Background: an optimization exercise with open tools, aiming at small area. Do not read the settings as production practice.
Only simulation tests tie the RTL to the original design; equivalence was not proved.

==> try-zinc <==
==> flow/design.v <==
module mrf_nw_ckpt #(
  parameter int              DW         = 32,
  parameter int              AW         = 5,
  parameter logic [DW-1:0]   RST_VECTOR = '0,
  parameter int              NUM_WRITE  = 2,
  parameter int              NUM_READ   = 2,
  parameter int              CW         = 2
) (
  input  logic                    CLK,
  input  logic                    RST,
  input  logic [NUM_WRITE-1:0]    WE,
  input  logic [AW*NUM_WRITE-1:0] WADDR,
  input  logic [DW*NUM_WRITE-1:0] WDATA,
  input  logic [AW*NUM_READ-1:0]  RADDR,
  output logic [DW*NUM_READ-1:0]  RDATA,
  input  logic                    CKPT_TAKE,
  output logic                    CKPT_RDY,
  output logic [CW-1:0]           CKPT_ID,
  input  logic                    CKPT_RESTORE,
  input  logic [CW-1:0]           CKPT_RID,
  input  logic                    CKPT_RELEASE,
  output logic [CW:0]             CKPT_CNT
);
  localparam int NENT = 1 << AW;
  localparam int NCK  = 1 << CW;
  localparam logic [CW:0] full_cnt = NCK[CW:0];
  logic [NENT*DW-1:0] mem;
  logic [NENT*DW-1:0] wr_next;
  logic [NENT*DW-1:0] slots [NCK];
  logic [NENT*DW-1:0] rsel;
  logic [CW-1:0] head;
  logic [CW-1:0] tail;
  logic [CW:0]   cnt;
  logic [CW-1:0] rdist;
  logic          rst_valid;
  logic          rel_ok;
  logic          take_ok;
  assign rdist     = CKPT_RID - head;
  assign rst_valid = CKPT_RESTORE && ({1'b0, rdist} < cnt);
  assign rel_ok    = CKPT_RELEASE && (cnt != '0) && !rst_valid;
  assign take_ok   = CKPT_TAKE && !rst_valid && ((cnt != full_cnt) || rel_ok);
  assign CKPT_RDY  = (cnt != full_cnt);
  assign CKPT_ID   = tail;
  assign CKPT_CNT  = cnt;
  assign rsel = slots[CKPT_RID];
  genvar gi, gj, gk;
  for (gi = 0; gi < NENT; gi++) begin : g_ent
    logic [DW-1:0] wv [NUM_WRITE+1];
    assign wv[0] = mem[gi*DW +: DW];
    for (gj = 0; gj < NUM_WRITE; gj++) begin : g_wp
      assign wv[gj+1] = (WE[gj] && (WADDR[gj*AW +: AW] == AW'(gi))) ?
                        WDATA[gj*DW +: DW] : wv[gj];
    end
    assign wr_next[gi*DW +: DW] = wv[NUM_WRITE];
    always_ff @(posedge CLK or negedge RST) begin
      if (!RST) begin
        mem[gi*DW +: DW] <= RST_VECTOR;
      end else if (rst_valid) begin
        mem[gi*DW +: DW] <= rsel[gi*DW +: DW];
      end else begin
        mem[gi*DW +: DW] <= wr_next[gi*DW +: DW];
      end
    end
  end
  for (gk = 0; gk < NUM_READ; gk++) begin : g_rd
    assign RDATA[gk*DW +: DW] = mem[RADDR[gk*AW +: AW]*DW +: DW];
  end
  always_ff @(posedge CLK or negedge RST) begin
    if (!RST) begin
      head <= '0;
      tail <= '0;
      cnt  <= '0;
    end else if (rst_valid) begin
      tail <= CKPT_RID;
      cnt  <= {1'b0, rdist};
    end else begin
      if (take_ok) begin
        tail <= tail + 1'b1;
      end
      if (rel_ok) begin
        head <= head + 1'b1;
      end
      case ({take_ok, rel_ok})
        2'b10:   cnt <= cnt + 1'b1;
        2'b01:   cnt <= cnt - 1'b1;
        default: cnt <= cnt;
      endcase
    end
  end
  for (gk = 0; gk < NCK; gk++) begin : g_slot
    always_ff @(posedge CLK) begin
      if (take_ok && (tail == CW'(gk))) begin
        slots[gk] <= wr_next;
      end
    end
  end
endmodule
==> flow/run.sh <==
#!/bin/bash
# synth_recipe.tcl (not shown) runs the flow's synth.tcl, then flattens the netlist and writes it again
# the make line also repeats each setting of config.mk as NAME=value (left out here)
make -C /OpenROAD-flow-scripts/flow DESIGN_CONFIG=/design/flow/config.mk WORK_HOME=/design/flow/orfs CLKGATE_MAP_FILE= SYNTH_SCRIPT=/design/flow/synth_recipe.tcl finish
==> flow/config.mk <==
export PLATFORM = sky130hd
export DESIGN_NAME = mrf_nw_ckpt
export DESIGN_NICKNAME = mrf_nw_ckpt
export VERILOG_FILES = /design/flow/design.v
export SDC_FILE = /design/flow/constraint.sdc
export NUM_CORES = 4
export LEC_CHECK = 0
export CAP_MARGIN = 20
export CELL_PAD_IN_SITES_DETAIL_PLACEMENT = 1
export CELL_PAD_IN_SITES_GLOBAL_PLACEMENT = 1
export CORE_MARGIN = 2
export CORE_UTILIZATION = 25
export SLEW_MARGIN = 20
==> flow/constraint.sdc <==
create_clock -name core_clock -period 7.0 [get_ports {CLK}]
set_input_delay 1.4000 -clock core_clock [delete_from_list [all_inputs] [get_ports {CLK}]]
set_output_delay 1.4000 -clock core_clock [all_outputs]
set_load 0.01 [all_outputs]
==> try-amber: changes against try-zinc <==
==> flow/design.v, changed modules only <==
module mrf_nw_ckpt #(
  parameter int              DW         = 32,
  parameter int              AW         = 5,
  parameter logic [DW-1:0]   RST_VECTOR = '0,
  parameter int              NUM_WRITE  = 2,
  parameter int              NUM_READ   = 2,
  parameter int              CW         = 2
) (
  input  logic                    CLK,
  input  logic                    RST,
  input  logic [NUM_WRITE-1:0]    WE,
  input  logic [AW*NUM_WRITE-1:0] WADDR,
  input  logic [DW*NUM_WRITE-1:0] WDATA,
  input  logic [AW*NUM_READ-1:0]  RADDR,
  output logic [DW*NUM_READ-1:0]  RDATA,
  input  logic                    CKPT_TAKE,
  output logic                    CKPT_RDY,
  output logic [CW-1:0]           CKPT_ID,
  input  logic                    CKPT_RESTORE,
  input  logic [CW-1:0]           CKPT_RID,
  input  logic                    CKPT_RELEASE,
  output logic [CW:0]             CKPT_CNT
);
  localparam int NENT = 32;
  localparam int NCK  = 4;
  logic [NENT*DW-1:0] mem;
  logic [NENT*DW-1:0] slots [NCK];
  logic [1:0] head, tail;
  logic [2:0] cnt;
  logic       zf;          
  logic       pend;        
  logic [1:0] pid;         
  logic [1:0] rdist;
  logic       rst_valid, rel_ok, take_ok, rst_pend;
  assign rdist     = CKPT_RID - head;
  assign rst_valid = CKPT_RESTORE && ({1'b0, rdist} < cnt);
  assign rel_ok    = CKPT_RELEASE && (cnt != 3'd0) && !rst_valid;
  assign take_ok   = CKPT_TAKE && !rst_valid && (!cnt[2] || rel_ok);
  assign rst_pend  = pend && (pid == CKPT_RID);
  assign CKPT_RDY  = !cnt[2];
  assign CKPT_ID   = tail;
  assign CKPT_CNT  = cnt;
  logic [NENT-1:0] h0, h1, keep, zld;
  logic [NCK-1:0]  rsel, csel;
  logic            hold_all;
  assign hold_all = !rst_valid || rst_pend;
  for (genvar e = 0; e < NENT; e++) begin : g_dec
    assign h1[e]   = !rst_valid && WE[1] && (WADDR[9:5] == 5'(e));
    assign h0[e]   = !rst_valid && WE[0] && (WADDR[4:0] == 5'(e)) &&
                     !(WE[1] && (WADDR[9:5] == 5'(e)));
    assign keep[e] = hold_all && !zf && !h0[e] && !h1[e];
    assign zld[e]  = hold_all && zf && !h0[e] && !h1[e];
  end
  for (genvar k = 0; k < NCK; k++) begin : g_ck
    assign rsel[k] = rst_valid && !rst_pend && (CKPT_RID == 2'(k));
    assign csel[k] = pend && (pid == 2'(k));
  end
  for (genvar e = 0; e < NENT; e++) begin : g_ent
    logic [DW-1:0] cur, d;
    assign cur = mem[e*DW +: DW];
    assign d = ({DW{rsel[0]}} & slots[0][e*DW +: DW]) |
               ({DW{rsel[1]}} & slots[1][e*DW +: DW]) |
               ({DW{rsel[2]}} & slots[2][e*DW +: DW]) |
               ({DW{rsel[3]}} & slots[3][e*DW +: DW]) |
               ({DW{h1[e]}}   & WDATA[63:32]) |
               ({DW{h0[e]}}   & WDATA[31:0]) |
               ({DW{keep[e]}} & cur) |
               ({DW{zld[e]}}  & RST_VECTOR);
    always_ff @(posedge CLK) begin
      mem[e*DW +: DW] <= d;
    end
  end
  for (genvar p = 0; p < NUM_READ; p++) begin : g_rd
    logic [NENT-1:0] ra;
    logic [DW-1:0]   acc [NENT+1];
    assign acc[0] = '0;
    for (genvar e = 0; e < NENT; e++) begin : g_e
      assign ra[e] = !zf && (RADDR[p*AW +: AW] == 5'(e));
      assign acc[e+1] = acc[e] | ({DW{ra[e]}} & mem[e*DW +: DW]);
    end
    assign RDATA[p*DW +: DW] = acc[NENT] | ({DW{zf}} & RST_VECTOR);
  end
  always_ff @(posedge CLK or negedge RST) begin
    if (!RST) begin
      head <= '0;
      tail <= '0;
      cnt  <= '0;
      pend <= 1'b0;
      pid  <= '0;
      zf   <= 1'b1;
    end else begin
      zf   <= 1'b0;
      pend <= take_ok;
      pid  <= tail;
      if (rst_valid) begin
        tail <= CKPT_RID;
        cnt  <= {1'b0, rdist};
      end else begin
        if (take_ok) tail <= tail + 1'b1;
        if (rel_ok)  head <= head + 1'b1;
        case ({take_ok, rel_ok})
          2'b10:   cnt <= cnt + 1'b1;
          2'b01:   cnt <= cnt - 1'b1;
          default: cnt <= cnt;
        endcase
      end
    end
  end
  for (genvar k = 0; k < NCK; k++) begin : g_slot
    always_ff @(posedge CLK) begin
      if (csel[k]) slots[k] <= mem;
    end
  end
endmodule
==> impl_metrics.ini <==
[setup_path]
r2r_cells = 11

[run]
cap_violations = 1

[sta]
setup_viol = 19
drv_slew = 2
timing.final.ws_setup_ns = -0.3653

[detailed_routing]
wl_met2_um = 502800
antenna_left = 2

[cells_and_area]
fill_cells = 88000

[outcome]
check.faults = antenna violations, max-capacitance violations, max-slew violations, negative setup slack
status = failed layout checks
# the run above: try-amber

==> impl_metrics.ini <==
[grt]
grt_pass1_vias = 146600

[sta]
setup_viol = 0
drv_slew = 0

[place]
gp_congestion = 0.8351

[setup_path]
r2r_cells = 9
cp.depth = 10

[cells_and_area]
reg_top3 = slots: 4096 flops, mem: 1024 flops, cnt: 3 flops
top_register = slots
fill_cells = 93590

[clock_network]
cts_setup_buffers = 0

[outcome]
status = finished clean

[run]
cap_violations = 0
# the run above: try-zinc

-- static timing again, ports no longer ideal --
How much do the figures lean on ideal ports? The routed layouts below were timed once more, with nothing changed but the port constraints.
Step 1, drivers: a clkbuf_16 drives CLK and a buf_2 each remaining input, both assumed.
Step 2 also shifts input and output timing later by t, the mid clock arrival at the registers, as if the neighbouring blocks saw the same clock.
a / b / c = ideal / step 1 / step 2; a / b = the first two.
run	t, ns	setup slack, ns	pins driven straight from the clock port
try-zinc	1.204	0.043 / -0.155 / -0.155	1
try-amber	1.321	-0.365 / -0.523 / -0.523	1
With both steps, setup timing fails in try-zinc, where it was met with ideal ports. The setup slack of try-zinc, which loses most, moves by -0.198 ns with the drivers and by -0.198 ns with both steps.
